From an optimization exercise on the open Yosys and OpenROAD flow, aimed at small area; shortcuts taken in it are not production practice.
Only simulation tests tie the RTL to the original design; equivalence was not proved.
No activity file was given, so power comes from the tool's default toggle rates.

===== flow/flow/downsize.tcl =====
# Set every combinational cell that synthesis upsized back to its smallest
# drive strength (_1); placement and timing repair upsize again where needed.
# Registers, tie cells and buffers are left alone.
set R $::env(RESULTS)
read_db $R/1_synth.odb
set db [ord::get_db]
set block [ord::get_db_block]
set n 0
foreach inst [$block getInsts] {
  set m [[$inst getMaster] getName]
  if {![regexp {^(sky130_fd_sc_hd__([a-z0-9]+))_([0-9]+)$} $m -> base kind sz]} { continue }
  if {$sz <= 1} { continue }
  if {[regexp {^(df|edf|sdf|dl|conb|tap|fill|decap|clk|buf|dlygate|probe|lpflow)} $kind]} { continue }
  set new [$db findMaster ${base}_1]
  if {$new eq "NULL" || $new eq ""} { continue }
  $inst swapMaster $new
  incr n
}
puts "downsized $n instances"
write_db $R/1_synth.odb

===== flow/standard.sh =====
#!/bin/bash
# synth_recipe.tcl (not shown) runs the flow's synth.tcl, then flattens the netlist and writes it again
# the make line also repeats each setting of config.mk as NAME=value (left out here)
make -C /OpenROAD-flow-scripts/flow DESIGN_CONFIG=/design/flow/config.mk WORK_HOME=/design/flow/orfs CLKGATE_MAP_FILE= SYNTH_SCRIPT=/design/flow/synth_recipe.tcl "${@:-finish}"

===== flow/config.mk =====
export PLATFORM = sky130hd
export DESIGN_NAME = bn_top
export DESIGN_NICKNAME = bn_top
export VERILOG_FILES = /design/flow/design.v
export SDC_FILE = /design/flow/constraint.sdc
export NUM_CORES = 4
export LEC_CHECK = 0
export CAP_MARGIN = 20
export CORE_MARGIN = 2
export CORE_UTILIZATION = 50
export SLEW_MARGIN = 20
export SYNTH_HIERARCHICAL = 1

===== flow/flow/run.sh =====
#!/bin/bash
# Standard ORFS layout with these changes: combinational cells that synthesis
# upsized start at drive strength 1 (placement repair upsizes where needed),
# the clock tree uses clkbuf_4 in clusters of at most 9 sinks and no dummy
# loads, and port buffers are buf_1.
set -euo pipefail
export RESULTS=$PWD/orfs/results/${FLOW_PLATFORM:-sky130hd}/bn_top/base
bash standard.sh synth > synth.log 2>&1
openroad -no_init -exit flow/downsize.tcl > downsize.log 2>&1
bash standard.sh \
  "CTS_ARGS=-sink_clustering_enable -repair_clock_nets -dont_use_dummy_load -buf_list sky130_fd_sc_hd__clkbuf_4 -sink_clustering_size 9 -sink_clustering_max_diameter 40" \
  "BUFFER_PORTS_ARGS=-buffer_cell sky130_fd_sc_hd__buf_1" \
  finish > layout.log 2>&1

===== flow/constraint.sdc =====
create_clock -name core_clock -period 15.0 [get_ports {clk_i}]
set_input_delay 3.0000 -clock core_clock [delete_from_list [all_inputs] [get_ports {clk_i}]]
set_output_delay 3.0000 -clock core_clock [all_outputs]
set_load 0.01 [all_outputs]

===== flow/design.v =====
`timescale 1ns/10ps
`default_nettype none
package bn_data_pkg;
  typedef logic signed [16-1:0] bn_data_t;
  typedef struct packed {
    logic signed [16-1:0] gamma;
    logic signed [16-1:0] beta;
  } bn_param_t;
  typedef struct packed {
    bn_data_t             data;
    logic [3-1:0] idx;
    logic                 last;
  } bn_sample_t;
  typedef struct packed {
    logic signed [16-1:0] mean;
    logic [4:0]                   k;
  } bn_stats_t;
  typedef struct packed {
    bn_data_t data;
    logic     first;
  } bn_replay_t;
endpackage
`default_nettype wire
`timescale 1ns/10ps
`default_nettype none
package bn_ctrl_pkg;
  typedef enum logic {
    MODE_BYPASS = 1'b0,
    MODE_TRAIN  = 1'b1
  } bn_mode_e;
  typedef enum logic {
    ST_IDLE   = 1'b0,
    ST_GATHER = 1'b1
  } stats_state_e;
  typedef enum logic {
    RP_IDLE = 1'b0,
    RP_RUN  = 1'b1
  } replay_state_e;
endpackage
`default_nettype wire
`timescale 1ns/10ps
`default_nettype none
module bn_mac (input wire [16:0] a, input wire [15:0] b, input wire [15:0] beta, output wire [16:0] q);
  wire one0 = b[0] ^ 1'b0;
  wire two0 = (b[1] & ~b[0] & ~1'b0) | (~b[1] & b[0] & 1'b0);
  wire neg0 = b[1];
  wire n1; bpp0_c u1 (.one(one0), .ak(a[0]), .neg(neg0), .pp(n1));
  wire n2; bpp_c u2 (.one(one0), .ak(a[1]), .two(two0), .akm1(a[0]), .neg(neg0), .pp(n2));
  wire n3; bpp_c u3 (.one(one0), .ak(a[2]), .two(two0), .akm1(a[1]), .neg(neg0), .pp(n3));
  wire n4; bpp_c u4 (.one(one0), .ak(a[3]), .two(two0), .akm1(a[2]), .neg(neg0), .pp(n4));
  wire n5; bpp_c u5 (.one(one0), .ak(a[4]), .two(two0), .akm1(a[3]), .neg(neg0), .pp(n5));
  wire n6; bpp_c u6 (.one(one0), .ak(a[5]), .two(two0), .akm1(a[4]), .neg(neg0), .pp(n6));
  wire n7; bpp_c u7 (.one(one0), .ak(a[6]), .two(two0), .akm1(a[5]), .neg(neg0), .pp(n7));
  wire n8; bpp_c u8 (.one(one0), .ak(a[7]), .two(two0), .akm1(a[6]), .neg(neg0), .pp(n8));
  wire n9; bpp_c u9 (.one(one0), .ak(a[8]), .two(two0), .akm1(a[7]), .neg(neg0), .pp(n9));
  wire n10; bpp_c u10 (.one(one0), .ak(a[9]), .two(two0), .akm1(a[8]), .neg(neg0), .pp(n10));
  wire n11; bpp_c u11 (.one(one0), .ak(a[10]), .two(two0), .akm1(a[9]), .neg(neg0), .pp(n11));
  wire n12; bpp_c u12 (.one(one0), .ak(a[11]), .two(two0), .akm1(a[10]), .neg(neg0), .pp(n12));
  wire n13; bpp_c u13 (.one(one0), .ak(a[12]), .two(two0), .akm1(a[11]), .neg(neg0), .pp(n13));
  wire n14; bpp_c u14 (.one(one0), .ak(a[13]), .two(two0), .akm1(a[12]), .neg(neg0), .pp(n14));
  wire n15; bpp_c u15 (.one(one0), .ak(a[14]), .two(two0), .akm1(a[13]), .neg(neg0), .pp(n15));
  wire n16; bpp_c u16 (.one(one0), .ak(a[15]), .two(two0), .akm1(a[14]), .neg(neg0), .pp(n16));
  wire n17; bpp_c u17 (.one(one0), .ak(a[16]), .two(two0), .akm1(a[15]), .neg(neg0), .pp(n17));
  wire n18; bpp_cn u18 (.one(one0), .ak(a[16]), .two(two0), .akm1(a[16]), .neg(neg0), .pp(n18));
  wire one1 = b[2] ^ b[1];
  wire two1 = (b[3] & ~b[2] & ~b[1]) | (~b[3] & b[2] & b[1]);
  wire neg1 = b[3];
  wire n19; bpp0_c u19 (.one(one1), .ak(a[0]), .neg(neg1), .pp(n19));
  wire n20; bpp_c u20 (.one(one1), .ak(a[1]), .two(two1), .akm1(a[0]), .neg(neg1), .pp(n20));
  wire n21; bpp_c u21 (.one(one1), .ak(a[2]), .two(two1), .akm1(a[1]), .neg(neg1), .pp(n21));
  wire n22; bpp_c u22 (.one(one1), .ak(a[3]), .two(two1), .akm1(a[2]), .neg(neg1), .pp(n22));
  wire n23; bpp_c u23 (.one(one1), .ak(a[4]), .two(two1), .akm1(a[3]), .neg(neg1), .pp(n23));
  wire n24; bpp_c u24 (.one(one1), .ak(a[5]), .two(two1), .akm1(a[4]), .neg(neg1), .pp(n24));
  wire n25; bpp_c u25 (.one(one1), .ak(a[6]), .two(two1), .akm1(a[5]), .neg(neg1), .pp(n25));
  wire n26; bpp_c u26 (.one(one1), .ak(a[7]), .two(two1), .akm1(a[6]), .neg(neg1), .pp(n26));
  wire n27; bpp_c u27 (.one(one1), .ak(a[8]), .two(two1), .akm1(a[7]), .neg(neg1), .pp(n27));
  wire n28; bpp_c u28 (.one(one1), .ak(a[9]), .two(two1), .akm1(a[8]), .neg(neg1), .pp(n28));
  wire n29; bpp_c u29 (.one(one1), .ak(a[10]), .two(two1), .akm1(a[9]), .neg(neg1), .pp(n29));
  wire n30; bpp_c u30 (.one(one1), .ak(a[11]), .two(two1), .akm1(a[10]), .neg(neg1), .pp(n30));
  wire n31; bpp_c u31 (.one(one1), .ak(a[12]), .two(two1), .akm1(a[11]), .neg(neg1), .pp(n31));
  wire n32; bpp_c u32 (.one(one1), .ak(a[13]), .two(two1), .akm1(a[12]), .neg(neg1), .pp(n32));
  wire n33; bpp_c u33 (.one(one1), .ak(a[14]), .two(two1), .akm1(a[13]), .neg(neg1), .pp(n33));
  wire n34; bpp_c u34 (.one(one1), .ak(a[15]), .two(two1), .akm1(a[14]), .neg(neg1), .pp(n34));
  wire n35; bpp_c u35 (.one(one1), .ak(a[16]), .two(two1), .akm1(a[15]), .neg(neg1), .pp(n35));
  wire n36; bpp_cn u36 (.one(one1), .ak(a[16]), .two(two1), .akm1(a[16]), .neg(neg1), .pp(n36));
  wire one2 = b[4] ^ b[3];
  wire two2 = (b[5] & ~b[4] & ~b[3]) | (~b[5] & b[4] & b[3]);
  wire neg2 = b[5];
  wire n37; bpp0_c u37 (.one(one2), .ak(a[0]), .neg(neg2), .pp(n37));
  wire n38; bpp_c u38 (.one(one2), .ak(a[1]), .two(two2), .akm1(a[0]), .neg(neg2), .pp(n38));
  wire n39; bpp_c u39 (.one(one2), .ak(a[2]), .two(two2), .akm1(a[1]), .neg(neg2), .pp(n39));
  wire n40; bpp_c u40 (.one(one2), .ak(a[3]), .two(two2), .akm1(a[2]), .neg(neg2), .pp(n40));
  wire n41; bpp_c u41 (.one(one2), .ak(a[4]), .two(two2), .akm1(a[3]), .neg(neg2), .pp(n41));
  wire n42; bpp_c u42 (.one(one2), .ak(a[5]), .two(two2), .akm1(a[4]), .neg(neg2), .pp(n42));
  wire n43; bpp_c u43 (.one(one2), .ak(a[6]), .two(two2), .akm1(a[5]), .neg(neg2), .pp(n43));
  wire n44; bpp_c u44 (.one(one2), .ak(a[7]), .two(two2), .akm1(a[6]), .neg(neg2), .pp(n44));
  wire n45; bpp_c u45 (.one(one2), .ak(a[8]), .two(two2), .akm1(a[7]), .neg(neg2), .pp(n45));
  wire n46; bpp_c u46 (.one(one2), .ak(a[9]), .two(two2), .akm1(a[8]), .neg(neg2), .pp(n46));
  wire n47; bpp_c u47 (.one(one2), .ak(a[10]), .two(two2), .akm1(a[9]), .neg(neg2), .pp(n47));
  wire n48; bpp_c u48 (.one(one2), .ak(a[11]), .two(two2), .akm1(a[10]), .neg(neg2), .pp(n48));
  wire n49; bpp_c u49 (.one(one2), .ak(a[12]), .two(two2), .akm1(a[11]), .neg(neg2), .pp(n49));
  wire n50; bpp_c u50 (.one(one2), .ak(a[13]), .two(two2), .akm1(a[12]), .neg(neg2), .pp(n50));
  wire n51; bpp_c u51 (.one(one2), .ak(a[14]), .two(two2), .akm1(a[13]), .neg(neg2), .pp(n51));
  wire n52; bpp_c u52 (.one(one2), .ak(a[15]), .two(two2), .akm1(a[14]), .neg(neg2), .pp(n52));
  wire n53; bpp_c u53 (.one(one2), .ak(a[16]), .two(two2), .akm1(a[15]), .neg(neg2), .pp(n53));
  wire n54; bpp_cn u54 (.one(one2), .ak(a[16]), .two(two2), .akm1(a[16]), .neg(neg2), .pp(n54));
  wire one3 = b[6] ^ b[5];
  wire two3 = (b[7] & ~b[6] & ~b[5]) | (~b[7] & b[6] & b[5]);
  wire neg3 = b[7];
  wire n55; bpp0_c u55 (.one(one3), .ak(a[0]), .neg(neg3), .pp(n55));
  wire n56; bpp_c u56 (.one(one3), .ak(a[1]), .two(two3), .akm1(a[0]), .neg(neg3), .pp(n56));
  wire n57; bpp_c u57 (.one(one3), .ak(a[2]), .two(two3), .akm1(a[1]), .neg(neg3), .pp(n57));
  wire n58; bpp_c u58 (.one(one3), .ak(a[3]), .two(two3), .akm1(a[2]), .neg(neg3), .pp(n58));
  wire n59; bpp_c u59 (.one(one3), .ak(a[4]), .two(two3), .akm1(a[3]), .neg(neg3), .pp(n59));
  wire n60; bpp_c u60 (.one(one3), .ak(a[5]), .two(two3), .akm1(a[4]), .neg(neg3), .pp(n60));
  wire n61; bpp_c u61 (.one(one3), .ak(a[6]), .two(two3), .akm1(a[5]), .neg(neg3), .pp(n61));
  wire n62; bpp_c u62 (.one(one3), .ak(a[7]), .two(two3), .akm1(a[6]), .neg(neg3), .pp(n62));
  wire n63; bpp_c u63 (.one(one3), .ak(a[8]), .two(two3), .akm1(a[7]), .neg(neg3), .pp(n63));
  wire n64; bpp_c u64 (.one(one3), .ak(a[9]), .two(two3), .akm1(a[8]), .neg(neg3), .pp(n64));
  wire n65; bpp_c u65 (.one(one3), .ak(a[10]), .two(two3), .akm1(a[9]), .neg(neg3), .pp(n65));
  wire n66; bpp_c u66 (.one(one3), .ak(a[11]), .two(two3), .akm1(a[10]), .neg(neg3), .pp(n66));
  wire n67; bpp_c u67 (.one(one3), .ak(a[12]), .two(two3), .akm1(a[11]), .neg(neg3), .pp(n67));
  wire n68; bpp_c u68 (.one(one3), .ak(a[13]), .two(two3), .akm1(a[12]), .neg(neg3), .pp(n68));
  wire n69; bpp_c u69 (.one(one3), .ak(a[14]), .two(two3), .akm1(a[13]), .neg(neg3), .pp(n69));
  wire n70; bpp_c u70 (.one(one3), .ak(a[15]), .two(two3), .akm1(a[14]), .neg(neg3), .pp(n70));
  wire n71; bpp_c u71 (.one(one3), .ak(a[16]), .two(two3), .akm1(a[15]), .neg(neg3), .pp(n71));
  wire n72; bpp_cn u72 (.one(one3), .ak(a[16]), .two(two3), .akm1(a[16]), .neg(neg3), .pp(n72));
  wire one4 = b[8] ^ b[7];
  wire two4 = (b[9] & ~b[8] & ~b[7]) | (~b[9] & b[8] & b[7]);
  wire neg4 = b[9];
  wire n73; bpp0_c u73 (.one(one4), .ak(a[0]), .neg(neg4), .pp(n73));
  wire n74; bpp_c u74 (.one(one4), .ak(a[1]), .two(two4), .akm1(a[0]), .neg(neg4), .pp(n74));
  wire n75; bpp_c u75 (.one(one4), .ak(a[2]), .two(two4), .akm1(a[1]), .neg(neg4), .pp(n75));
  wire n76; bpp_c u76 (.one(one4), .ak(a[3]), .two(two4), .akm1(a[2]), .neg(neg4), .pp(n76));
  wire n77; bpp_c u77 (.one(one4), .ak(a[4]), .two(two4), .akm1(a[3]), .neg(neg4), .pp(n77));
  wire n78; bpp_c u78 (.one(one4), .ak(a[5]), .two(two4), .akm1(a[4]), .neg(neg4), .pp(n78));
  wire n79; bpp_c u79 (.one(one4), .ak(a[6]), .two(two4), .akm1(a[5]), .neg(neg4), .pp(n79));
  wire n80; bpp_c u80 (.one(one4), .ak(a[7]), .two(two4), .akm1(a[6]), .neg(neg4), .pp(n80));
  wire n81; bpp_c u81 (.one(one4), .ak(a[8]), .two(two4), .akm1(a[7]), .neg(neg4), .pp(n81));
  wire n82; bpp_c u82 (.one(one4), .ak(a[9]), .two(two4), .akm1(a[8]), .neg(neg4), .pp(n82));
  wire n83; bpp_c u83 (.one(one4), .ak(a[10]), .two(two4), .akm1(a[9]), .neg(neg4), .pp(n83));
  wire n84; bpp_c u84 (.one(one4), .ak(a[11]), .two(two4), .akm1(a[10]), .neg(neg4), .pp(n84));
  wire n85; bpp_c u85 (.one(one4), .ak(a[12]), .two(two4), .akm1(a[11]), .neg(neg4), .pp(n85));
  wire n86; bpp_c u86 (.one(one4), .ak(a[13]), .two(two4), .akm1(a[12]), .neg(neg4), .pp(n86));
  wire n87; bpp_c u87 (.one(one4), .ak(a[14]), .two(two4), .akm1(a[13]), .neg(neg4), .pp(n87));
  wire n88; bpp_c u88 (.one(one4), .ak(a[15]), .two(two4), .akm1(a[14]), .neg(neg4), .pp(n88));
  wire n89; bpp_c u89 (.one(one4), .ak(a[16]), .two(two4), .akm1(a[15]), .neg(neg4), .pp(n89));
  wire n90; bpp_cn u90 (.one(one4), .ak(a[16]), .two(two4), .akm1(a[16]), .neg(neg4), .pp(n90));
  wire one5 = b[10] ^ b[9];
  wire two5 = (b[11] & ~b[10] & ~b[9]) | (~b[11] & b[10] & b[9]);
  wire neg5 = b[11];
  wire n91; bpp0_c u91 (.one(one5), .ak(a[0]), .neg(neg5), .pp(n91));
  wire n92; bpp_c u92 (.one(one5), .ak(a[1]), .two(two5), .akm1(a[0]), .neg(neg5), .pp(n92));
  wire n93; bpp_c u93 (.one(one5), .ak(a[2]), .two(two5), .akm1(a[1]), .neg(neg5), .pp(n93));
  wire n94; bpp_c u94 (.one(one5), .ak(a[3]), .two(two5), .akm1(a[2]), .neg(neg5), .pp(n94));
  wire n95; bpp_c u95 (.one(one5), .ak(a[4]), .two(two5), .akm1(a[3]), .neg(neg5), .pp(n95));
  wire n96; bpp_c u96 (.one(one5), .ak(a[5]), .two(two5), .akm1(a[4]), .neg(neg5), .pp(n96));
  wire n97; bpp_c u97 (.one(one5), .ak(a[6]), .two(two5), .akm1(a[5]), .neg(neg5), .pp(n97));
  wire n98; bpp_c u98 (.one(one5), .ak(a[7]), .two(two5), .akm1(a[6]), .neg(neg5), .pp(n98));
  wire n99; bpp_c u99 (.one(one5), .ak(a[8]), .two(two5), .akm1(a[7]), .neg(neg5), .pp(n99));
  wire n100; bpp_c u100 (.one(one5), .ak(a[9]), .two(two5), .akm1(a[8]), .neg(neg5), .pp(n100));
  wire n101; bpp_c u101 (.one(one5), .ak(a[10]), .two(two5), .akm1(a[9]), .neg(neg5), .pp(n101));
  wire n102; bpp_c u102 (.one(one5), .ak(a[11]), .two(two5), .akm1(a[10]), .neg(neg5), .pp(n102));
  wire n103; bpp_c u103 (.one(one5), .ak(a[12]), .two(two5), .akm1(a[11]), .neg(neg5), .pp(n103));
  wire n104; bpp_c u104 (.one(one5), .ak(a[13]), .two(two5), .akm1(a[12]), .neg(neg5), .pp(n104));
  wire n105; bpp_c u105 (.one(one5), .ak(a[14]), .two(two5), .akm1(a[13]), .neg(neg5), .pp(n105));
  wire n106; bpp_c u106 (.one(one5), .ak(a[15]), .two(two5), .akm1(a[14]), .neg(neg5), .pp(n106));
  wire n107; bpp_c u107 (.one(one5), .ak(a[16]), .two(two5), .akm1(a[15]), .neg(neg5), .pp(n107));
  wire n108; bpp_cn u108 (.one(one5), .ak(a[16]), .two(two5), .akm1(a[16]), .neg(neg5), .pp(n108));
  wire one6 = b[12] ^ b[11];
  wire two6 = (b[13] & ~b[12] & ~b[11]) | (~b[13] & b[12] & b[11]);
  wire neg6 = b[13];
  wire n109; bpp0_c u109 (.one(one6), .ak(a[0]), .neg(neg6), .pp(n109));
  wire n110; bpp_c u110 (.one(one6), .ak(a[1]), .two(two6), .akm1(a[0]), .neg(neg6), .pp(n110));
  wire n111; bpp_c u111 (.one(one6), .ak(a[2]), .two(two6), .akm1(a[1]), .neg(neg6), .pp(n111));
  wire n112; bpp_c u112 (.one(one6), .ak(a[3]), .two(two6), .akm1(a[2]), .neg(neg6), .pp(n112));
  wire n113; bpp_c u113 (.one(one6), .ak(a[4]), .two(two6), .akm1(a[3]), .neg(neg6), .pp(n113));
  wire n114; bpp_c u114 (.one(one6), .ak(a[5]), .two(two6), .akm1(a[4]), .neg(neg6), .pp(n114));
  wire n115; bpp_c u115 (.one(one6), .ak(a[6]), .two(two6), .akm1(a[5]), .neg(neg6), .pp(n115));
  wire n116; bpp_c u116 (.one(one6), .ak(a[7]), .two(two6), .akm1(a[6]), .neg(neg6), .pp(n116));
  wire n117; bpp_c u117 (.one(one6), .ak(a[8]), .two(two6), .akm1(a[7]), .neg(neg6), .pp(n117));
  wire n118; bpp_c u118 (.one(one6), .ak(a[9]), .two(two6), .akm1(a[8]), .neg(neg6), .pp(n118));
  wire n119; bpp_c u119 (.one(one6), .ak(a[10]), .two(two6), .akm1(a[9]), .neg(neg6), .pp(n119));
  wire n120; bpp_c u120 (.one(one6), .ak(a[11]), .two(two6), .akm1(a[10]), .neg(neg6), .pp(n120));
  wire n121; bpp_c u121 (.one(one6), .ak(a[12]), .two(two6), .akm1(a[11]), .neg(neg6), .pp(n121));
  wire n122; bpp_c u122 (.one(one6), .ak(a[13]), .two(two6), .akm1(a[12]), .neg(neg6), .pp(n122));
  wire n123; bpp_c u123 (.one(one6), .ak(a[14]), .two(two6), .akm1(a[13]), .neg(neg6), .pp(n123));
  wire n124; bpp_c u124 (.one(one6), .ak(a[15]), .two(two6), .akm1(a[14]), .neg(neg6), .pp(n124));
  wire n125; bpp_c u125 (.one(one6), .ak(a[16]), .two(two6), .akm1(a[15]), .neg(neg6), .pp(n125));
  wire n126; bpp_cn u126 (.one(one6), .ak(a[16]), .two(two6), .akm1(a[16]), .neg(neg6), .pp(n126));
  wire one7 = b[14] ^ b[13];
  wire two7 = (b[15] & ~b[14] & ~b[13]) | (~b[15] & b[14] & b[13]);
  wire neg7 = b[15];
  wire n127; bpp0_c u127 (.one(one7), .ak(a[0]), .neg(neg7), .pp(n127));
  wire n128; bpp_c u128 (.one(one7), .ak(a[1]), .two(two7), .akm1(a[0]), .neg(neg7), .pp(n128));
  wire n129; bpp_c u129 (.one(one7), .ak(a[2]), .two(two7), .akm1(a[1]), .neg(neg7), .pp(n129));
  wire n130; bpp_c u130 (.one(one7), .ak(a[3]), .two(two7), .akm1(a[2]), .neg(neg7), .pp(n130));
  wire n131; bpp_c u131 (.one(one7), .ak(a[4]), .two(two7), .akm1(a[3]), .neg(neg7), .pp(n131));
  wire n132; bpp_c u132 (.one(one7), .ak(a[5]), .two(two7), .akm1(a[4]), .neg(neg7), .pp(n132));
  wire n133; bpp_c u133 (.one(one7), .ak(a[6]), .two(two7), .akm1(a[5]), .neg(neg7), .pp(n133));
  wire n134; bpp_c u134 (.one(one7), .ak(a[7]), .two(two7), .akm1(a[6]), .neg(neg7), .pp(n134));
  wire n135; bpp_c u135 (.one(one7), .ak(a[8]), .two(two7), .akm1(a[7]), .neg(neg7), .pp(n135));
  wire n136; bpp_c u136 (.one(one7), .ak(a[9]), .two(two7), .akm1(a[8]), .neg(neg7), .pp(n136));
  wire n137; bpp_c u137 (.one(one7), .ak(a[10]), .two(two7), .akm1(a[9]), .neg(neg7), .pp(n137));
  wire n138; bpp_c u138 (.one(one7), .ak(a[11]), .two(two7), .akm1(a[10]), .neg(neg7), .pp(n138));
  wire n139; bpp_c u139 (.one(one7), .ak(a[12]), .two(two7), .akm1(a[11]), .neg(neg7), .pp(n139));
  wire n140; bpp_c u140 (.one(one7), .ak(a[13]), .two(two7), .akm1(a[12]), .neg(neg7), .pp(n140));
  wire n141; bpp_c u141 (.one(one7), .ak(a[14]), .two(two7), .akm1(a[13]), .neg(neg7), .pp(n141));
  wire n142; bpp_c u142 (.one(one7), .ak(a[15]), .two(two7), .akm1(a[14]), .neg(neg7), .pp(n142));
  wire n143; bpp_c u143 (.one(one7), .ak(a[16]), .two(two7), .akm1(a[15]), .neg(neg7), .pp(n143));
  wire n144; bpp_cn u144 (.one(one7), .ak(a[16]), .two(two7), .akm1(a[16]), .neg(neg7), .pp(n144));
  wire n145 = ~beta[15];
  wire n146 = ~n18;
  wire n147 = ~n35;
  wire n148 = ~n53;
  wire n149 = ~n71;
  wire n150 = ~n89;
  wire n151 = ~n107;
  wire n152 = ~n125;
  wire n153 = ~n143;
  wire n154 = ~beta[11];
  wire n155 = ~beta[12];
  wire n156 = ~beta[13];
  wire n157 = ~beta[14];
  wire n158, n159; ha_c u145 (.a(n11), .b(n27), .s(n158), .co(n159));
  wire n160, n161; ha_c u146 (.a(n12), .b(n28), .s(n160), .co(n161));
  wire n162, n163; fa_c u147 (.a(n13), .b(n29), .c(n45), .s(n162), .co(n163));
  wire n164, n165; ha_c u148 (.a(n61), .b(n77), .s(n164), .co(n165));
  wire n166, n167; fa_c u149 (.a(n14), .b(n30), .c(n46), .s(n166), .co(n167));
  wire n168, n169; ha_c u150 (.a(n62), .b(n78), .s(n168), .co(n169));
  wire n170, n171; fa_c u151 (.a(n15), .b(n31), .c(n47), .s(n170), .co(n171));
  wire n172, n173; fa_c u152 (.a(n63), .b(n79), .c(n95), .s(n172), .co(n173));
  wire n174, n175; ha_c u153 (.a(n111), .b(n127), .s(n174), .co(n175));
  wire n176, n177; fa_c u154 (.a(n16), .b(n32), .c(n48), .s(n176), .co(n177));
  wire n178, n179; fa_c u155 (.a(n64), .b(n80), .c(n96), .s(n178), .co(n179));
  wire n180, n181; ha_c u156 (.a(n112), .b(n128), .s(n180), .co(n181));
  wire n182, n183; fa_c u157 (.a(n17), .b(n33), .c(n49), .s(n182), .co(n183));
  wire n184, n185; fa_c u158 (.a(n65), .b(n81), .c(n97), .s(n184), .co(n185));
  wire n186, n187; ha_c u159 (.a(n113), .b(n129), .s(n186), .co(n187));
  wire n188, n189; fa_c u160 (.a(n34), .b(n50), .c(n66), .s(n188), .co(n189));
  wire n190, n191; fa_c u161 (.a(n82), .b(n98), .c(n114), .s(n190), .co(n191));
  wire n192, n193; ha_c u162 (.a(n130), .b(n146), .s(n192), .co(n193));
  wire n194, n195; fa_c u163 (.a(n51), .b(n67), .c(n83), .s(n194), .co(n195));
  wire n196, n197; fa_c u164 (.a(n99), .b(n115), .c(n131), .s(n196), .co(n197));
  wire n198, n199; ha_c u165 (.a(n18), .b(n147), .s(n198), .co(n199));
  wire n200, n201; fa_c u166 (.a(n36), .b(n52), .c(n68), .s(n200), .co(n201));
  wire n202, n203; fa_c u167 (.a(n84), .b(n100), .c(n116), .s(n202), .co(n203));
  wire n204, n205; ha_c u168 (.a(n132), .b(n35), .s(n204), .co(n205));
  wire n206, n207; fa_c u169 (.a(n69), .b(n85), .c(n101), .s(n206), .co(n207));
  wire n208, n209; ha_c u170 (.a(n117), .b(n133), .s(n208), .co(n209));
  wire n210, n211; fa_c u171 (.a(n54), .b(n70), .c(n86), .s(n210), .co(n211));
  wire n212, n213; fa_c u172 (.a(n102), .b(n118), .c(n134), .s(n212), .co(n213));
  wire n214, n215; fa_c u173 (.a(n87), .b(n103), .c(n119), .s(n214), .co(n215));
  wire n216, n217; fa_c u174 (.a(n72), .b(n88), .c(n104), .s(n216), .co(n217));
  wire n218, n219; ha_c u175 (.a(n7), .b(n23), .s(n218), .co(n219));
  wire n220, n221; ha_c u176 (.a(n8), .b(n24), .s(n220), .co(n221));
  wire n222, n223; fa_c u177 (.a(n9), .b(n25), .c(n41), .s(n222), .co(n223));
  wire n224, n225; ha_c u178 (.a(n57), .b(n73), .s(n224), .co(n225));
  wire n226, n227; fa_c u179 (.a(n10), .b(n26), .c(n42), .s(n226), .co(n227));
  wire n228, n229; ha_c u180 (.a(n58), .b(n74), .s(n228), .co(n229));
  wire n230, n231; fa_c u181 (.a(n43), .b(n59), .c(n75), .s(n230), .co(n231));
  wire n232, n233; fa_c u182 (.a(n91), .b(neg5), .c(n158), .s(n232), .co(n233));
  wire n234, n235; fa_c u183 (.a(n44), .b(n60), .c(n76), .s(n234), .co(n235));
  wire n236, n237; fa_c u184 (.a(n92), .b(n160), .c(n159), .s(n236), .co(n237));
  wire n238, n239; fa_c u185 (.a(n93), .b(n109), .c(neg6), .s(n238), .co(n239));
  wire n240, n241; fa_c u186 (.a(n162), .b(n164), .c(n161), .s(n240), .co(n241));
  wire n242, n243; fa_c u187 (.a(n94), .b(n110), .c(n166), .s(n242), .co(n243));
  wire n244, n245; fa_c u188 (.a(n168), .b(n163), .c(n165), .s(n244), .co(n245));
  wire n246, n247; fa_c u189 (.a(neg7), .b(n170), .c(n172), .s(n246), .co(n247));
  wire n248, n249; fa_c u190 (.a(n174), .b(n167), .c(n169), .s(n248), .co(n249));
  wire n250, n251; fa_c u191 (.a(n176), .b(n178), .c(n180), .s(n250), .co(n251));
  wire n252, n253; fa_c u192 (.a(n171), .b(n173), .c(n175), .s(n252), .co(n253));
  wire n254, n255; fa_c u193 (.a(n182), .b(n184), .c(n186), .s(n254), .co(n255));
  wire n256, n257; fa_c u194 (.a(n177), .b(n179), .c(n181), .s(n256), .co(n257));
  wire n258, n259; fa_c u195 (.a(n188), .b(n190), .c(n192), .s(n258), .co(n259));
  wire n260, n261; fa_c u196 (.a(n183), .b(n185), .c(n187), .s(n260), .co(n261));
  wire n262, n263; fa_c u197 (.a(n194), .b(n196), .c(n198), .s(n262), .co(n263));
  wire n264, n265; fa_c u198 (.a(n189), .b(n191), .c(n193), .s(n264), .co(n265));
  wire n266, n267; fa_c u199 (.a(n200), .b(n202), .c(n204), .s(n266), .co(n267));
  wire n268, n269; fa_c u200 (.a(n195), .b(n197), .c(n199), .s(n268), .co(n269));
  wire n270, n271; fa_c u201 (.a(n148), .b(n206), .c(n208), .s(n270), .co(n271));
  wire n272, n273; fa_c u202 (.a(n201), .b(n203), .c(n205), .s(n272), .co(n273));
  wire n274, n275; fa_c u203 (.a(beta[0]), .b(n53), .c(n210), .s(n274), .co(n275));
  wire n276, n277; fa_c u204 (.a(n212), .b(n207), .c(n209), .s(n276), .co(n277));
  wire n278, n279; fa_c u205 (.a(n135), .b(beta[1]), .c(n149), .s(n278), .co(n279));
  wire n280, n281; fa_c u206 (.a(n214), .b(n211), .c(n213), .s(n280), .co(n281));
  wire n282, n283; fa_c u207 (.a(n120), .b(n136), .c(beta[2]), .s(n282), .co(n283));
  wire n284, n285; fa_c u208 (.a(n71), .b(n216), .c(n215), .s(n284), .co(n285));
  wire n286, n287; fa_c u209 (.a(n105), .b(n121), .c(n137), .s(n286), .co(n287));
  wire n288, n289; fa_c u210 (.a(beta[3]), .b(n150), .c(n217), .s(n288), .co(n289));
  wire n290, n291; fa_c u211 (.a(n90), .b(n106), .c(n122), .s(n290), .co(n291));
  wire n292, n293; fa_c u212 (.a(n138), .b(beta[4]), .c(n89), .s(n292), .co(n293));
  wire n294, n295; fa_c u213 (.a(n123), .b(n139), .c(beta[5]), .s(n294), .co(n295));
  wire n296, n297; fa_c u214 (.a(n108), .b(n124), .c(n140), .s(n296), .co(n297));
  wire n298, n299; ha_c u215 (.a(n5), .b(n21), .s(n298), .co(n299));
  wire n300, n301; ha_c u216 (.a(n6), .b(n22), .s(n300), .co(n301));
  wire n302, n303; fa_c u217 (.a(n39), .b(n55), .c(neg3), .s(n302), .co(n303));
  wire n304, n305; fa_c u218 (.a(n40), .b(n56), .c(n220), .s(n304), .co(n305));
  wire n306, n307; fa_c u219 (.a(neg4), .b(n222), .c(n224), .s(n306), .co(n307));
  wire n308, n309; fa_c u220 (.a(n226), .b(n228), .c(n223), .s(n308), .co(n309));
  wire n310, n311; fa_c u221 (.a(n230), .b(n232), .c(n227), .s(n310), .co(n311));
  wire n312, n313; fa_c u222 (.a(n234), .b(n236), .c(n231), .s(n312), .co(n313));
  wire n314, n315; fa_c u223 (.a(n238), .b(n240), .c(n235), .s(n314), .co(n315));
  wire n316, n317; fa_c u224 (.a(n242), .b(n244), .c(n239), .s(n316), .co(n317));
  wire n318, n319; fa_c u225 (.a(n246), .b(n248), .c(n243), .s(n318), .co(n319));
  wire n320, n321; fa_c u226 (.a(n250), .b(n252), .c(n247), .s(n320), .co(n321));
  wire n322, n323; fa_c u227 (.a(n254), .b(n256), .c(n251), .s(n322), .co(n323));
  wire n324, n325; fa_c u228 (.a(n258), .b(n260), .c(n255), .s(n324), .co(n325));
  wire n326, n327; fa_c u229 (.a(n262), .b(n264), .c(n259), .s(n326), .co(n327));
  wire n328, n329; fa_c u230 (.a(n266), .b(n268), .c(n263), .s(n328), .co(n329));
  wire n330, n331; fa_c u231 (.a(n270), .b(n272), .c(n267), .s(n330), .co(n331));
  wire n332, n333; fa_c u232 (.a(n274), .b(n276), .c(n271), .s(n332), .co(n333));
  wire n334, n335; fa_c u233 (.a(n278), .b(n280), .c(n275), .s(n334), .co(n335));
  wire n336, n337; fa_c u234 (.a(n282), .b(n284), .c(n279), .s(n336), .co(n337));
  wire n338, n339; fa_c u235 (.a(n286), .b(n288), .c(n283), .s(n338), .co(n339));
  wire n340, n341; fa_c u236 (.a(n290), .b(n292), .c(n287), .s(n340), .co(n341));
  wire n342, n343; fa_c u237 (.a(n151), .b(n294), .c(n291), .s(n342), .co(n343));
  wire n344, n345; fa_c u238 (.a(beta[6]), .b(n107), .c(n296), .s(n344), .co(n345));
  wire n346, n347; fa_c u239 (.a(n141), .b(beta[7]), .c(n152), .s(n346), .co(n347));
  wire n348, n349; fa_c u240 (.a(n126), .b(n142), .c(beta[8]), .s(n348), .co(n349));
  wire n350, n351; ha_c u241 (.a(n3), .b(n19), .s(n350), .co(n351));
  wire n352, n353; ha_c u242 (.a(n4), .b(n20), .s(n352), .co(n353));
  wire n354, n355; fa_c u243 (.a(n37), .b(neg2), .c(n298), .s(n354), .co(n355));
  wire n356, n357; fa_c u244 (.a(n38), .b(n300), .c(n299), .s(n356), .co(n357));
  wire n358, n359; fa_c u245 (.a(n218), .b(n302), .c(n301), .s(n358), .co(n359));
  wire n360, n361; fa_c u246 (.a(n219), .b(n304), .c(n303), .s(n360), .co(n361));
  wire n362, n363; fa_c u247 (.a(n221), .b(n306), .c(n305), .s(n362), .co(n363));
  wire n364, n365; fa_c u248 (.a(n225), .b(n308), .c(n307), .s(n364), .co(n365));
  wire n366, n367; fa_c u249 (.a(n229), .b(n310), .c(n309), .s(n366), .co(n367));
  wire n368, n369; fa_c u250 (.a(n233), .b(n312), .c(n311), .s(n368), .co(n369));
  wire n370, n371; fa_c u251 (.a(n237), .b(n314), .c(n313), .s(n370), .co(n371));
  wire n372, n373; fa_c u252 (.a(n241), .b(n316), .c(n315), .s(n372), .co(n373));
  wire n374, n375; fa_c u253 (.a(n245), .b(n318), .c(n317), .s(n374), .co(n375));
  wire n376, n377; fa_c u254 (.a(n249), .b(n320), .c(n319), .s(n376), .co(n377));
  wire n378, n379; fa_c u255 (.a(n253), .b(n322), .c(n321), .s(n378), .co(n379));
  wire n380, n381; fa_c u256 (.a(n257), .b(n324), .c(n323), .s(n380), .co(n381));
  wire n382, n383; fa_c u257 (.a(n261), .b(n326), .c(n325), .s(n382), .co(n383));
  wire n384, n385; fa_c u258 (.a(n265), .b(n328), .c(n327), .s(n384), .co(n385));
  wire n386, n387; fa_c u259 (.a(n269), .b(n330), .c(n329), .s(n386), .co(n387));
  wire n388, n389; fa_c u260 (.a(n273), .b(n332), .c(n331), .s(n388), .co(n389));
  wire n390, n391; fa_c u261 (.a(n277), .b(n334), .c(n333), .s(n390), .co(n391));
  wire n392, n393; fa_c u262 (.a(n281), .b(n336), .c(n335), .s(n392), .co(n393));
  wire n394, n395; fa_c u263 (.a(n285), .b(n338), .c(n337), .s(n394), .co(n395));
  wire n396, n397; fa_c u264 (.a(n289), .b(n340), .c(n339), .s(n396), .co(n397));
  wire n398, n399; fa_c u265 (.a(n293), .b(n342), .c(n341), .s(n398), .co(n399));
  wire n400, n401; fa_c u266 (.a(n295), .b(n344), .c(n343), .s(n400), .co(n401));
  wire n402, n403; fa_c u267 (.a(n297), .b(n346), .c(n345), .s(n402), .co(n403));
  wire n404, n405; fa_c u268 (.a(n125), .b(n348), .c(n347), .s(n404), .co(n405));
  wire n406, n407; fa_c u269 (.a(beta[9]), .b(n153), .c(n349), .s(n406), .co(n407));
  wire n408, n409; fa_c u270 (.a(n144), .b(beta[10]), .c(n143), .s(n408), .co(n409));
  wire n410 = n1 & neg0;
  wire n411 = n2 & n410;
  wire n412; or_c u271 (.a(neg1), .b(n350), .y(n412));
  wire n413 = (neg1 & n350) | (n411 & n412);
  wire n414; or_c u272 (.a(n352), .b(n351), .y(n414));
  wire n415 = (n352 & n351) | (n413 & n414);
  wire n416; or_c u273 (.a(n354), .b(n353), .y(n416));
  wire n417 = (n354 & n353) | (n415 & n416);
  wire n418; or_c u274 (.a(n356), .b(n355), .y(n418));
  wire n419 = (n356 & n355) | (n417 & n418);
  wire n420; or_c u275 (.a(n358), .b(n357), .y(n420));
  wire n421 = (n358 & n357) | (n419 & n420);
  wire n422; or_c u276 (.a(n360), .b(n359), .y(n422));
  wire n423 = (n360 & n359) | (n421 & n422);
  wire n424; or_c u277 (.a(n362), .b(n361), .y(n424));
  wire n425 = (n362 & n361) | (n423 & n424);
  wire n426; or_c u278 (.a(n364), .b(n363), .y(n426));
  wire n427 = (n364 & n363) | (n425 & n426);
  wire n428; or_c u279 (.a(n366), .b(n365), .y(n428));
  wire n429 = (n366 & n365) | (n427 & n428);
  wire n430; or_c u280 (.a(n368), .b(n367), .y(n430));
  wire n431 = (n368 & n367) | (n429 & n430);
  wire n432; or_c u281 (.a(n370), .b(n369), .y(n432));
  wire n433 = (n370 & n369) | (n431 & n432);
  wire n434; or_c u282 (.a(n372), .b(n371), .y(n434));
  wire n435 = (n372 & n371) | (n433 & n434);
  wire n436; or_c u283 (.a(n374), .b(n373), .y(n436));
  wire n437 = (n374 & n373) | (n435 & n436);
  wire n438; or_c u284 (.a(n376), .b(n375), .y(n438));
  wire n439 = (n376 & n375) | (n437 & n438);
  wire n440; or_c u285 (.a(n378), .b(n377), .y(n440));
  wire n441 = (n378 & n377) | (n439 & n440);
  wire n442; or_c u286 (.a(n380), .b(n379), .y(n442));
  wire n443 = (n380 & n379) | (n441 & n442);
  wire n444; or_c u287 (.a(n382), .b(n381), .y(n444));
  wire n445 = (n382 & n381) | (n443 & n444);
  wire n446; or_c u288 (.a(n384), .b(n383), .y(n446));
  wire n447 = (n384 & n383) | (n445 & n446);
  wire n448; or_c u289 (.a(n386), .b(n385), .y(n448));
  wire n449 = (n386 & n385) | (n447 & n448);
  wire n450, n451; fa_c u290 (.a(n388), .b(n387), .c(n449), .s(n450), .co(n451));
  wire n452, n453; fa_c u291 (.a(n390), .b(n389), .c(n451), .s(n452), .co(n453));
  wire n454, n455; fa_c u292 (.a(n392), .b(n391), .c(n453), .s(n454), .co(n455));
  wire n456, n457; fa_c u293 (.a(n394), .b(n393), .c(n455), .s(n456), .co(n457));
  wire n458, n459; fa_c u294 (.a(n396), .b(n395), .c(n457), .s(n458), .co(n459));
  wire n460, n461; fa_c u295 (.a(n398), .b(n397), .c(n459), .s(n460), .co(n461));
  wire n462, n463; fa_c u296 (.a(n400), .b(n399), .c(n461), .s(n462), .co(n463));
  wire n464, n465; fa_c u297 (.a(n402), .b(n401), .c(n463), .s(n464), .co(n465));
  wire n466, n467; fa_c u298 (.a(n404), .b(n403), .c(n465), .s(n466), .co(n467));
  wire n468, n469; fa_c u299 (.a(n406), .b(n405), .c(n467), .s(n468), .co(n469));
  wire n470, n471; fa_c u300 (.a(n408), .b(n407), .c(n469), .s(n470), .co(n471));
  wire n472, n473; fa_c u301 (.a(n154), .b(n409), .c(n471), .s(n472), .co(n473));
  wire n474, n475; fa_c u302 (.a(beta[11]), .b(n155), .c(n473), .s(n474), .co(n475));
  wire n476, n477; fa_c u303 (.a(beta[12]), .b(n156), .c(n475), .s(n476), .co(n477));
  wire n478, n479; fa_c u304 (.a(beta[13]), .b(n157), .c(n477), .s(n478), .co(n479));
  wire n480, n481; fa_c u305 (.a(n145), .b(beta[14]), .c(n479), .s(n480), .co(n481));
  wire n482 = ~n481;
  assign q = {n482, n480, n478, n476, n474, n472, n470, n468, n466, n464, n462, n460, n458, n456, n454, n452, n450};
endmodule
module fa_c (input wire a, input wire b, input wire c, output wire s, output wire co);
  assign s  = a ^ b ^ c;
  assign co = (a & b) | (c & (a ^ b));
endmodule
module ha_c (input wire a, input wire b, output wire s, output wire co);
  assign s  = a ^ b;
  assign co = a & b;
endmodule
module or_c (input wire a, input wire b, output wire y);
  assign y = a | b;
endmodule
module bpp_c (input wire one, input wire ak, input wire two, input wire akm1, input wire neg, output wire pp);
  assign pp = ((one & ak) | (two & akm1)) ^ neg;
endmodule
module bpp0_c (input wire one, input wire ak, input wire neg, output wire pp);
  assign pp = (one & ak) ^ neg;
endmodule
module bpp_cn (input wire one, input wire ak, input wire two, input wire akm1, input wire neg, output wire pp);
  assign pp = ~(((one & ak) | (two & akm1)) ^ neg);
endmodule
`default_nettype wire
`timescale 1ns/10ps
`default_nettype none
module bn_top
(
  input  logic           clk_i,
  input  logic           rst_n_i,
  input  logic [15:0]    x_i,
  input  logic           x_valid_i,
  input  logic           mode_i,
  input  logic [31:0]    param_i,
  input  logic           param_valid_i,
  output logic [15:0]    y_o,
  output logic           y_valid_o
);
  logic [15:0] mem_q [8];
  logic [2:0]  idx_q;        
  logic [2:0]  rp_idx_q;     
  logic        rp_on_q;      
  logic        pv_q;         
  logic        byp_q;        
  logic [18:0] sum_q;
  logic [15:0] mxn_q, mn_q;
  logic [15:0] mean_q;
  logic [3:0]  sh_q;               
  logic [15:0] gam_q, bet_q;       
  logic [15:0] bgam_q, bbet_q;     
  logic [16:0] p_q;
  logic train, restart, last, first;
  assign train   = x_valid_i && mode_i;
  assign restart = (idx_q == 3'd0);
  assign last    = train && (idx_q == 3'd7);
  assign first   = rp_on_q && (rp_idx_q == 3'd0);
  logic [7:0]  rsel;
  logic [15:0] rd;
  always_comb begin
    rd = '0;
    for (int i = 0; i < 8; i++) begin
      rsel[i] = (rp_idx_q == 3'(i));
      rd = rd | ({16{rsel[i]}} & mem_q[i]);
    end
  end
  always_ff @(posedge clk_i) begin
    for (int i = 0; i < 8; i++)
      if (x_valid_i && idx_q == 3'(i)) mem_q[i] <= x_i;
  end
  logic [18:0] sum_nx;
  logic [15:0] xn;
  logic        x_gt, x_lt;
  assign xn = ~x_i;
  rc_add #(.W(19)) u_sum (
    .a  (sum_q & {19{!restart}}),
    .b  ({{3{x_i[15]}}, x_i}),
    .s  (sum_nx)
  );
  rc_carry #(.W(16)) u_gt (
    .a  ({~x_i[15], x_i[14:0]}),
    .b  ({~mxn_q[15], mxn_q[14:0]}),
    .co (x_gt)
  );
  rc_carry #(.W(16)) u_lt (
    .a  ({~mn_q[15], mn_q[14:0]}),
    .b  ({~xn[15], xn[14:0]}),
    .co (x_lt)
  );
  always_ff @(posedge clk_i) begin
    if (train) sum_q <= sum_nx;
    if (train && (restart || x_gt)) mxn_q <= xn;
    if (train && (restart || x_lt)) mn_q <= x_i;
    if (last) mean_q <= sum_nx[18:3];
  end
  logic [15:0] rsum, range;
  logic [3:0]  sh_nx, sh;
  rc_add #(.W(16)) u_range (.a(mxn_q), .b(mn_q), .s(rsum));
  assign range = ~rsum;
  always_comb begin
    sh_nx = 4'd13;
    for (int i = 3; i < 16; i++)
      if (range[i]) sh_nx = 4'(15 - i);
  end
  assign sh = first ? sh_nx : sh_q;
  logic [16:0] ndiff, diff, dsh;
  rc_add #(.W(17)) u_diff (
    .a  ({mean_q[15], mean_q}),
    .b  (~{rd[15], rd}),
    .s  (ndiff)
  );
  assign diff = ~ndiff;
  assign dsh  = diff << sh;
  always_ff @(posedge clk_i) begin
    if (first) begin
      sh_q   <= sh_nx;
      bgam_q <= gam_q;
      bbet_q <= bet_q;
    end
    p_q <= dsh;
  end
  logic [16:0] acc;
  logic [15:0] y_nx;
  bn_mac u_mac (.a(p_q), .b(bgam_q), .beta(bbet_q), .q(acc));
  assign y_nx = (acc[16] != acc[15]) ? {acc[16], {15{!acc[16]}}} : acc[15:0];
  always_ff @(posedge clk_i) begin
    y_o <= pv_q ? y_nx : rd;
  end
  always_ff @(posedge clk_i) begin
    if (!rst_n_i) begin
      idx_q     <= '0;
      rp_idx_q  <= '0;
      rp_on_q   <= 1'b0;
      pv_q      <= 1'b0;
      byp_q     <= 1'b0;
      y_valid_o <= 1'b0;
      gam_q     <= 16'h0100;
      bet_q     <= '0;
    end else begin
      if (train) idx_q <= idx_q + 3'd1;
      if (rp_on_q) rp_idx_q <= rp_idx_q + 3'd1;
      rp_on_q   <= last || (rp_on_q && rp_idx_q != 3'd7);
      pv_q      <= rp_on_q;
      byp_q     <= x_valid_i && !mode_i;
      y_valid_o <= pv_q || byp_q;
      if (param_valid_i) begin
        gam_q <= param_i[31:16];
        bet_q <= param_i[15:0];
      end
    end
  end
endmodule
module rc_add #(parameter int W = 8)
(
  input  wire [W-1:0] a,
  input  wire [W-1:0] b,
  output wire [W-1:0] s
);
  wire [W:0] c;
  genvar i;
  generate for (i = 0; i < W; i++) begin : g_bit
    if (i == W-1) begin : g_top
      assign s[i] = a[i] ^ b[i] ^ c[i];
    end else if (i == 0) begin : g_ha
      ha_c u_ha (.a(a[i]), .b(b[i]), .s(s[i]), .co(c[i+1]));
    end else begin : g_fa
      fa_c u_fa (.a(a[i]), .b(b[i]), .c(c[i]), .s(s[i]), .co(c[i+1]));
    end
  end endgenerate
endmodule
module rc_carry #(parameter int W = 8)
(
  input  wire [W-1:0] a,
  input  wire [W-1:0] b,
  output wire         co
);
  wire [W:0] c;
  wire [W-1:0] o;
  assign c[0] = 1'b0;
  genvar i;
  generate for (i = 0; i < W; i++) begin : g_bit
    or_c u_or (.a(a[i]), .b(b[i]), .y(o[i]));
    assign c[i+1] = (a[i] & b[i]) | (c[i] & o[i]);
  end endgenerate
  assign co = c[W];
endmodule
`default_nettype wire

==> reports/qor.json, run 1 <==
{
  "floorplan": {
    "die_height_um": 198,
    "rows": 70,
    "initial_utilization": 0.509,
    "die_w_um": 198,
    "design.die.area_um2": 39000,
    "io_pins": 70,
    "core-area_um2": 36800
  },
  "timing": {
    "fin_hold_viols": 0,
    "unrepaired_setup_endpoints_after_global_routing": "no",
    "period_share": 0.851,
    "finalClockSkew_ps": 184,
    "finalSetupViolations": 0,
    "setup_total_negative_slack_ps": 0,
    "worst_slew_pin_slew_ps": 1100,
    "fin_crit_ps": 12760,
    "achievable_clock_frequency_mhz": 78.3,
    "slew_viol_final": 0,
    "timing.final.ws_setup_ps": 2240,
    "whs_ps": 431,
    "slew-limit-headroom": 0.268
  },
  "final_layout": {
    "finish.utilization": 0.543,
    "nFillCells": 3172,
    "layout-drive-gt1-share": 0.0610,
    "layout.nets": 1798,
    "layout_common_cells": "edfxtp_1, fa_1, a22oi_1, xnor2_1, dfxtp_1",
    "leading_cell_type_in_the_layout_fill_and_taps_excluded": "edfxtp_1",
    "areaGrowthSynthToFinish_pct": 6.57
  },
  "cts": {
    "tritoncts": "yes",
    "insertion_delay_ps": 770,
    "root_buffer": "clkbuf_4",
    "post-cts-setup-buffers": 0,
    "cts-buffers-inserted": 46,
    "cts_repair_resize_count": 0,
    "clockBufferDepth": 3,
    "cts_hold_buf": 0,
    "clk_pin_slew_worst_paths_ps": 100,
    "htree_levels": 2,
    "cts_num_sinks": 306
  },
  "place": {
    "global_placer_s_final_weighted_congestion": 0.887,
    "detailedPlacementHpwl_um": 32200,
    "placement.io_buffers": 69,
    "dpl_worst_slack_ps": 2320
  },
  "run": {
    "timing.max_cap.violations": 0
  },
  "drt": {
    "wl_per_cell_um": 22.6,
    "drtAntennaViolNets": 0,
    "detail_route.vias_per_cell": 6.03,
    "totalWireLength_um": 45400,
    "vias": 12100,
    "drcViolationCount": 0,
    "drt_first_pass_iters": 7,
    "detail_route.iter0.violations": 1178
  },
  "grt": {
    "number_of_global_route_vias_before_repair": 12500,
    "gr-usage-all-layers": 0.240,
    "initial_antenna_violation_count": 1,
    "grt_overflow_total": 0,
    "grt_max_degree": 43,
    "grt_first_pass_wirelength_um": 71600
  },
  "power_and_ir_drop": {
    "power.switching_fraction": 0.360,
    "sequentialPowerShare": 0.408,
    "p_int_uw": 1570,
    "leakage_uw": 0.00716,
    "design_power_total_uw": 2460,
    "power_frac_comb": 0.426,
    "share_of_power_burned_in_the_clock_network": 0.166,
    "vdd_drop_max_v": 0.000129,
    "switching_power_uw": 884,
    "cellPowerDensity_nw_per_um2": 123
  },
  "synth": {
    "netlist_area_um2": 18700,
    "ys_warn_count": 8,
    "post_synthesis_net_count": 1699,
    "postSynthCellCount": 1443,
    "synth.avg_cell_area_um2": 13.0
  },
  "critical_path": {
    "cp_data_required_time_ps": 15560,
    "worst_path_dominant_cell_family": "adder cells",
    "kind_of_start_point_of_the_critical_path": "flip-flop",
    "critical_path.max_stage_delay_ps": 1170,
    "path_common_cell": "fa_1",
    "cp_data_arrival_time_ps": 13330,
    "worst_path_max_delay_cell": "fa_1",
    "crit_fanout": 30,
    "critical_path.endpoint_type": "flip-flop",
    "buffers_plus_inverters_on_the_worst_setup_path": 1,
    "critical_path_class": "flip-flop to flip-flop"
  },
  "worst_hold_path": {
    "min_path_type": "flip-flop to flip-flop"
  },
  "status": {
    "outcome": "complete, no violations"
  }
}
-- area by class of cell --
cell class / count / area, µm² / share of cell area
Inverter: 56 / 210 / 0.0105
Tap cell: 468 / 586 / 0.0293
Sequential cell: 306 / 8400 / 0.421
Clock buffer: 46 / 345 / 0.0173
Antenna cell: 1 / 2.50 / 0.000125
Timing Repair Buffer: 110 / 577 / 0.0289
Multi-Input combinational cell: 1022 / 9840 / 0.493
-- stage by stage --
stage,instances,cell area [µm²]
after floorplan,1443,18700
after global placement,1960,19600
after detailed placement,1962,19600
after CTS,2008,20000
after global routing,2009,20000
final,2009,20000
-- power groups by stage --
stage	clock, µW	combinational [µW]	sequential [µW]
detailed placement	0	1050	1020
finish	409	1050	1000
global placement	0	1030	1020
global route	457	1180	1010
CTS	426	1050	1000
floorplan	0	892	1000
-- sequential cells by signal, summed over array words and instances, names as in the netlist, 16 cells and up --
signal  cells
gam_q      16
mem_q     128
p_q        17
mn_q       16
bbet_q     16
y_o        16
mean_q     16
bgam_q     16
bet_q      16
mxn_q      16
sum_q      19
-- final timing paths --
kind	to	slack, ps	start	cells past startpoint
min	bgam_q[7]	430	gam_q[7]	0
min reg2reg	bgam_q[7]	430	gam_q[7]	0
max reg2reg	y_o[9]	2240	bgam_q[9]	33
max	y_o[9]	2240	bgam_q[9]	33
-- metal layers --
layer | global-route usage | wire length (µm) | vias up | share of wire
met5 | 0 | 0 | - | 0
met4 | 0.0560 | 781 | 0 | 0.017
met3 | 0.0381 | 2840 | 65 | 0.062
met2 | 0.367 | 20600 | 412 | 0.45
met1 | 0.360 | 21200 | 6112 | 0.47
li1 | - | - | 5516 | -
==> inputs of run 2 (changes only) <==
--- a/flow/design.v
+++ b/flow/design.v
@@ -477,9 +477,9 @@
   logic [15:0] xn;
   logic        x_gt, x_lt;
   assign xn = ~x_i;
-  rc_add #(.W(19)) u_sum (
+  acc_add u_sum (
     .a  (sum_q & {19{!restart}}),
-    .b  ({{3{x_i[15]}}, x_i}),
+    .b  ({xn[15], x_i[14:0]}),
     .s  (sum_nx)
   );
   rc_carry #(.W(16)) u_gt (
@@ -496,7 +496,7 @@
     if (train) sum_q <= sum_nx;
     if (train && (restart || x_gt)) mxn_q <= xn;
     if (train && (restart || x_lt)) mn_q <= x_i;
-    if (last) mean_q <= sum_nx[18:3];
+    if (last) mean_q <= {~sum_nx[18], sum_nx[17:3]};
   end
   logic [15:0] rsum, range;
   logic [3:0]  sh_nx, sh;
@@ -573,6 +573,39 @@
     end
   end endgenerate
 endmodule
+module acc_add
+(
+  input  wire [18:0] a,
+  input  wire [15:0] b,
+  output wire [18:0] s
+);
+  wire [15:0] lo;
+  wire [2:0]  c;
+  wire        c16;
+  rc_add_co #(.W(16)) u_lo (.a(a[15:0]), .b(b), .s(lo), .co(c16));
+  ha_c u_h0 (.a(a[16]), .b(c16), .s(s[16]), .co(c[0]));
+  ha_c u_h1 (.a(a[17]), .b(c[0]), .s(s[17]), .co(c[1]));
+  assign s[18] = a[18] ^ c[1];
+  assign s[15:0] = lo;
+endmodule
+module rc_add_co #(parameter int W = 8)
+(
+  input  wire [W-1:0] a,
+  input  wire [W-1:0] b,
+  output wire [W-1:0] s,
+  output wire         co
+);
+  wire [W:0] c;
+  genvar i;
+  generate for (i = 0; i < W; i++) begin : g_bit
+    if (i == 0) begin : g_ha
+      ha_c u_ha (.a(a[i]), .b(b[i]), .s(s[i]), .co(c[i+1]));
+    end else begin : g_fa
+      fa_c u_fa (.a(a[i]), .b(b[i]), .c(c[i]), .s(s[i]), .co(c[i+1]));
+    end
+  end endgenerate
+  assign co = c[W];
+endmodule
 module rc_carry #(parameter int W = 8)
 (
   input  wire [W-1:0] a,
--- a/flow/config.mk
+++ b/flow/config.mk
@@ -7,6 +7,6 @@
 export LEC_CHECK = 0
 export CAP_MARGIN = 20
 export CORE_MARGIN = 2
-export CORE_UTILIZATION = 50
+export CORE_UTILIZATION = 65
 export SLEW_MARGIN = 20
 export SYNTH_HIERARCHICAL = 1
==> reports/qor.json, run 2 <==
{
  "status": {
    "outcome": "complete, no violations"
  },
  "floorplan": {
    "die_w_um": 174,
    "io_pins": 70,
    "die_height_um": 174,
    "core-area_um2": 28500,
    "rows": 62,
    "design.die.area_um2": 30200,
    "initial_utilization": 0.656
  },
  "cts": {
    "clk_pin_slew_worst_paths_ps": 90,
    "root_buffer": "clkbuf_4",
    "tritoncts": "yes",
    "cts_hold_buf": 0,
    "insertion_delay_ps": 700,
    "cts_repair_resize_count": 0,
    "post-cts-setup-buffers": 0,
    "htree_levels": 2,
    "clockBufferDepth": 3,
    "cts_num_sinks": 306,
    "cts-buffers-inserted": 44
  },
  "critical_path": {
    "critical_path.max_stage_delay_ps": 1170,
    "rr_startpoint": "bgam_q[3]",
    "crit_fanout": 30,
    "cp_data_required_time_ps": 15490,
    "kind_of_start_point_of_the_critical_path": "flip-flop",
    "startpoint": "bgam_q[3]",
    "endpoint": "y_o[1]",
    "cp_data_arrival_time_ps": 13340,
    "critical_path_class": "flip-flop to flip-flop",
    "critical_path.endpoint_type": "flip-flop",
    "worst_path_max_delay_cell": "fa_1",
    "reg2reg_setup_slack_ps": 2150,
    "path_common_cell": "fa_1",
    "worstReg2RegEnd": "y_o[1]",
    "number_of_cells_on_the_worst_reg_to_reg_path": 34
  },
  "grt": {
    "gr-usage-all-layers": 0.302,
    "grt_overflow_total": 0,
    "grt_max_degree": 43,
    "number_of_global_route_vias_before_repair": 12700,
    "initial_antenna_violation_count": 2,
    "grt_first_pass_wirelength_um": 70400
  },
  "synth": {
    "synth.avg_cell_area_um2": 13.0,
    "postSynthCellCount": 1443,
    "netlist_area_um2": 18700,
    "post_synthesis_net_count": 1699,
    "ys_warn_count": 8
  },
  "final_layout": {
    "layout.nets": 1796,
    "largest_register": "mem_q",
    "layout_top_registers": "mem_q: 128 flops, sum_q: 19 flops, p_q: 17 flops",
    "layout-drive-gt1-share": 0.0566,
    "leading_cell_type_in_the_layout_fill_and_taps_excluded": "edfxtp_1",
    "areaGrowthSynthToFinish_pct": 5.66,
    "nFillCells": 2148,
    "largest_reg_flops": 128,
    "layout_common_cells": "edfxtp_1, fa_1, a22oi_1, xnor2_1, dfxtp_1"
  },
  "timing": {
    "fin_crit_ps": 12850,
    "slew_viol_final": 0,
    "setup_total_negative_slack_ps": 0,
    "timing.final.ws_setup_ps": 2150,
    "period_share": 0.857,
    "slew-limit-headroom": 0.254,
    "fin_hold_viols": 0,
    "whs_ps": 427,
    "unrepaired_setup_endpoints_after_global_routing": "no",
    "achievable_clock_frequency_mhz": 77.8,
    "finalClockSkew_ps": 137,
    "finalSetupViolations": 0,
    "worst_slew_pin_slew_ps": 1120
  },
  "power_and_ir_drop": {
    "cellPowerDensity_nw_per_um2": 120,
    "vdd_drop_max_v": 0.000117,
    "leakage_uw": 0.00714
  },
  "run": {
    "timing.max_cap.violations": 0
  },
  "drt": {
    "detail_route.vias_per_cell": 6.47,
    "drcViolationCount": 0,
    "totalWireLength_um": 44500,
    "detail_route.iter0.violations": 1369,
    "wl_per_cell_um": 23.1,
    "drt_first_pass_iters": 9,
    "drtAntennaViolNets": 0,
    "vias": 12400
  },
  "place": {
    "detailedPlacementHpwl_um": 31200,
    "dpl_worst_slack_ps": 2070,
    "placement.io_buffers": 69,
    "global_placer_s_final_weighted_congestion": 0.939
  },
  "worst_hold_path": {
    "min_path_type": "flip-flop to flip-flop"
  }
}
[run 2: cell type report]
cell class              count  area [µm²]  area share
clock buffers              44         330      0.0167
repair buffers            108         562      0.0284
diodes                      1        2.50    0.000126
well taps                 384         480      0.0243
inverters                  59         221      0.0112
multi-input cells        1021        9790       0.495
flip-flops and latches    306        8400       0.424
[run 2: worst min path at each step]
| stage | startpoint | end | slack (ps) | depth (start not counted) |
|---|---|---|---|---|
| 2_1_floorplan | byp_q | y_valid_o | 410 | 1 |
| 3_3_place_gp | gam_q[11] | bgam_q[11] | 410 | 0 |
| 3_5_place_dp | gam_q[10] | bgam_q[10] | 420 | 0 |
| 4_1_cts | bet_q[12] | bbet_q[12] | 430 | 0 |
| 5_1_grt | bet_q[12] | bbet_q[12] | 440 | 0 |
| 6_report | bet_q[12] | bbet_q[12] | 430 | 0 |
[run 2: worst max-delay path, delay by kind of cell (launching register included)]
kind            cells  cell delay, ps
compound gates      7            1960
xor+xnor            1             300
fa+ha+maj          20            8980
buf+inv             1             360
flops               1             320
mux                 1             180
simple gates        4             590
[run 2: report_power, final]
part | switching [µW] | total, µW | internal [µW]
sequential | 54.5 | 1000 | 949
combinational | 518 | 977 | 459
clock | 253 | 387 | 135
total | 826 | 2370 | 1540
[run 2: metal layers]
layer	up-vias	track usage	wire, µm
met1	6235	0.441	19100
met5	-	0	0
met4	0	0.106	1380
met2	568	0.463	20500
met3	111	0.0531	3470
li1	5528	-	-
[run 2: stage by stage]
stage	instances	total power (µW)	util	area, µm²
2_1_floorplan	1443	1870	-	18700
3_3_place_gp	1877	1950	0.680	19400
3_5_place_dp	1877	1990	0.681	19400
4_1_cts	1921	2380	0.692	19800
5_1_grt	1923	2540	0.693	19800
6_report	1923	2370	0.693	19800
==> inputs of run 3 (changes only) <==
--- a/flow/config.mk
+++ b/flow/config.mk
@@ -7,6 +7,6 @@
 export LEC_CHECK = 0
 export CAP_MARGIN = 20
 export CORE_MARGIN = 2
-export CORE_UTILIZATION = 65
+export CORE_UTILIZATION = 75
 export SLEW_MARGIN = 20
 export SYNTH_HIERARCHICAL = 1
==> reports/qor.json, run 3 <==
{
  "drt": {
    "detail_route.vias_per_cell": 6.89,
    "drtAntennaViolNets": 0,
    "vias": 12800,
    "totalWireLength_um": 44900,
    "wl_per_cell_um": 24.2,
    "drcViolationCount": 0,
    "detail_route.iter0.violations": 1728,
    "drt_first_pass_iters": 9
  },
  "critical_path": {
    "critical_path_cell_count": 33,
    "reg2reg_setup_slack_ps": 1880,
    "worst_path_max_delay_cell": "fa_1",
    "path_common_cell": "fa_1",
    "number_of_cells_on_the_worst_reg_to_reg_path": 33,
    "crit_fanout": 30,
    "rr_startpoint": "bgam_q[5]",
    "critical_path.endpoint_type": "flip-flop",
    "buffers_plus_inverters_on_the_worst_setup_path": 1,
    "worstReg2RegEnd": "y_o[1]",
    "critical_path_class": "flip-flop to flip-flop",
    "cp_data_arrival_time_ps": 13660,
    "worst_path_dominant_cell_family": "adder cells",
    "kind_of_start_point_of_the_critical_path": "flip-flop",
    "cp_data_required_time_ps": 15530,
    "critical_path.max_stage_delay_ps": 1200
  },
  "final_layout": {
    "layout_common_cells": "edfxtp_1, fa_1, a22oi_1, xnor2_1, dfxtp_1",
    "stdcell_count": 1859,
    "finish.utilization": 0.807,
    "leading_cell_type_in_the_layout_fill_and_taps_excluded": "edfxtp_1",
    "largest_register": "mem_q",
    "nFillCells": 1501,
    "layout.nets": 1792,
    "layout-drive-gt1-share": 0.0548,
    "layout_top_registers": "mem_q: 128 flops, sum_q: 19 flops, p_q: 17 flops",
    "largest_reg_flops": 128,
    "areaGrowthSynthToFinish_pct": 5.15
  },
  "timing": {
    "finalClockSkew_ps": 108,
    "fin_crit_ps": 13120,
    "slew_viol_final": 0,
    "slew-limit-headroom": 0.212,
    "worst_slew_pin_slew_ps": 1180,
    "fin_hold_viols": 0,
    "unrepaired_setup_endpoints_after_global_routing": "no",
    "achievable_clock_frequency_mhz": 76.2,
    "finalSetupViolations": 0,
    "setup_total_negative_slack_ps": 0,
    "period_share": 0.875
  },
  "cts": {
    "root_buffer": "clkbuf_4",
    "insertion_delay_ps": 690,
    "cts_repair_resize_count": 0,
    "tritoncts": "yes",
    "cts_num_sinks": 306,
    "htree_levels": 2,
    "cts-buffers-inserted": 43,
    "clockBufferDepth": 3,
    "clk_pin_slew_worst_paths_ps": 100,
    "cts_hold_buf": 0,
    "post-cts-setup-buffers": 0
  },
  "place": {
    "global_placer_s_final_weighted_congestion": 0.987,
    "dp.cells": 1814,
    "placement.io_buffers": 69,
    "detailedPlacementHpwl_um": 31300
  },
  "grt": {
    "grt_first_pass_wirelength_um": 70700,
    "grt_overflow_total": 0,
    "gr-usage-all-layers": 0.354,
    "initial_antenna_violation_count": 1,
    "number_of_global_route_vias_before_repair": 13000,
    "grt_max_degree": 36
  },
  "floorplan": {
    "initial_utilization": 0.768,
    "rows": 57,
    "die_height_um": 162,
    "die_w_um": 162,
    "core-area_um2": 24400,
    "io_pins": 70,
    "design.die.area_um2": 26200
  },
  "synth": {
    "netlist_area_um2": 18700,
    "postSynthCellCount": 1443,
    "post_synthesis_net_count": 1699,
    "ys_warn_count": 8,
    "synth.avg_cell_area_um2": 13.0
  },
  "worst_hold_path": {
    "min_path_type": "flip-flop to flip-flop",
    "worst_hold_launch": "gam_q[12]",
    "timing.hold.worst_endpoint": "bgam_q[12]",
    "whs_path_depth": 0
  },
  "power_and_ir_drop": {
    "leakage_uw": 0.00712,
    "vdd_drop_max_v": 0.000109,
    "cellPowerDensity_nw_per_um2": 123
  },
  "status": {
    "outcome": "complete, no violations"
  },
  "run": {
    "timing.max_cap.violations": 0
  }
}
-- run 3: report_power, final --
group / internal (µW) / switching [µW]
Combinational: 472 / 555
Clock: 132 / 257
Sequential: 948 / 53.6
-- run 3: worst max-delay path by stage --
stage | to | slack (ps) | start
5_1_grt | y_o[1] | 1330 | bgam_q[5]
4_1_cts | y_o[1] | 1650 | bgam_q[5]
3_5_place_dp | y_o[0] | 1590 | bgam_q[5]
2_1_floorplan | y_o[1] | 2750 | bgam_q[15]
3_3_place_gp | y_o[2] | 2080 | bgam_q[5]
6_report | y_o[1] | 1880 | bgam_q[5]
-- run 3: per-stage QoR --
step	worst slack, ps	cell area [µm²]	hold WS, ps	total power (µW)
after floorplan	2750	18700	405	1870
after global placement	2080	19300	413	1970
after detailed placement	1590	19300	418	2020
after CTS	1650	19700	440	2400
after global routing	1330	19700	454	2560
final	1880	19700	433	2420
-- run 3: final cells by class --
type / count / area (µm²) / share of cell area
diodes: 1 / 2.50 / 0.000127
clock buffers: 43 / 323 / 0.0164
inverters: 59 / 221 / 0.0112
multi-input cells: 1021 / 9800 / 0.498
flip-flops and latches: 306 / 8400 / 0.427
well taps: 324 / 405 / 0.0206
repair buffers: 105 / 538 / 0.0273
-- run 3: per-layer routing --
layer	vias up	track usage	share of wire
met2	847	0.548	0.47
li1	5509	-	-
met4	0	0.115	0.028
met3	112	0.0845	0.12
met5	-	0	0
met1	6341	0.504	0.39
-- run 3: worst register-to-register path: cells and delay by family (launching register included) --
family / cells / cell delay, ps
DFF: 1 / 670
adders and majority gates: 20 / 9180
AOI/OAI and AO/OA: 7 / 1920
muxes: 1 / 180
buffers and inverters: 1 / 280
xor gates and xnor gates: 1 / 360
and+or+nand+nor: 3 / 480

## static timing again, ports no longer ideal
The flow's constraints put no driver on any port. The routed layouts listed below were extracted and timed again, unchanged, in two steps.
Step 1, drivers: a clkbuf_16 drives clk_i and a buf_2 each remaining input, both assumed.
Step 2 moves the port delays by t, midway between the first and last clock arrival at a register: inputs arrive t later, outputs are due t later. That takes back most of the time a late clock gives input paths.
a / b / c = ideal ports / drivers / drivers and shift; a / b = the first two.
run | shift t [ns] | setup WS [ns] | pins driven straight from the clock port
run 1 | 0.726 | 2.235 / 2.235 / 2.235 | 1
run 2 | 0.679 | 2.152 / 2.152 / 2.152 | 1
run 3 | 0.688 | 1.878 / 1.878 / 1.878 | 1
After both steps setup and hold are still met in every run listed.
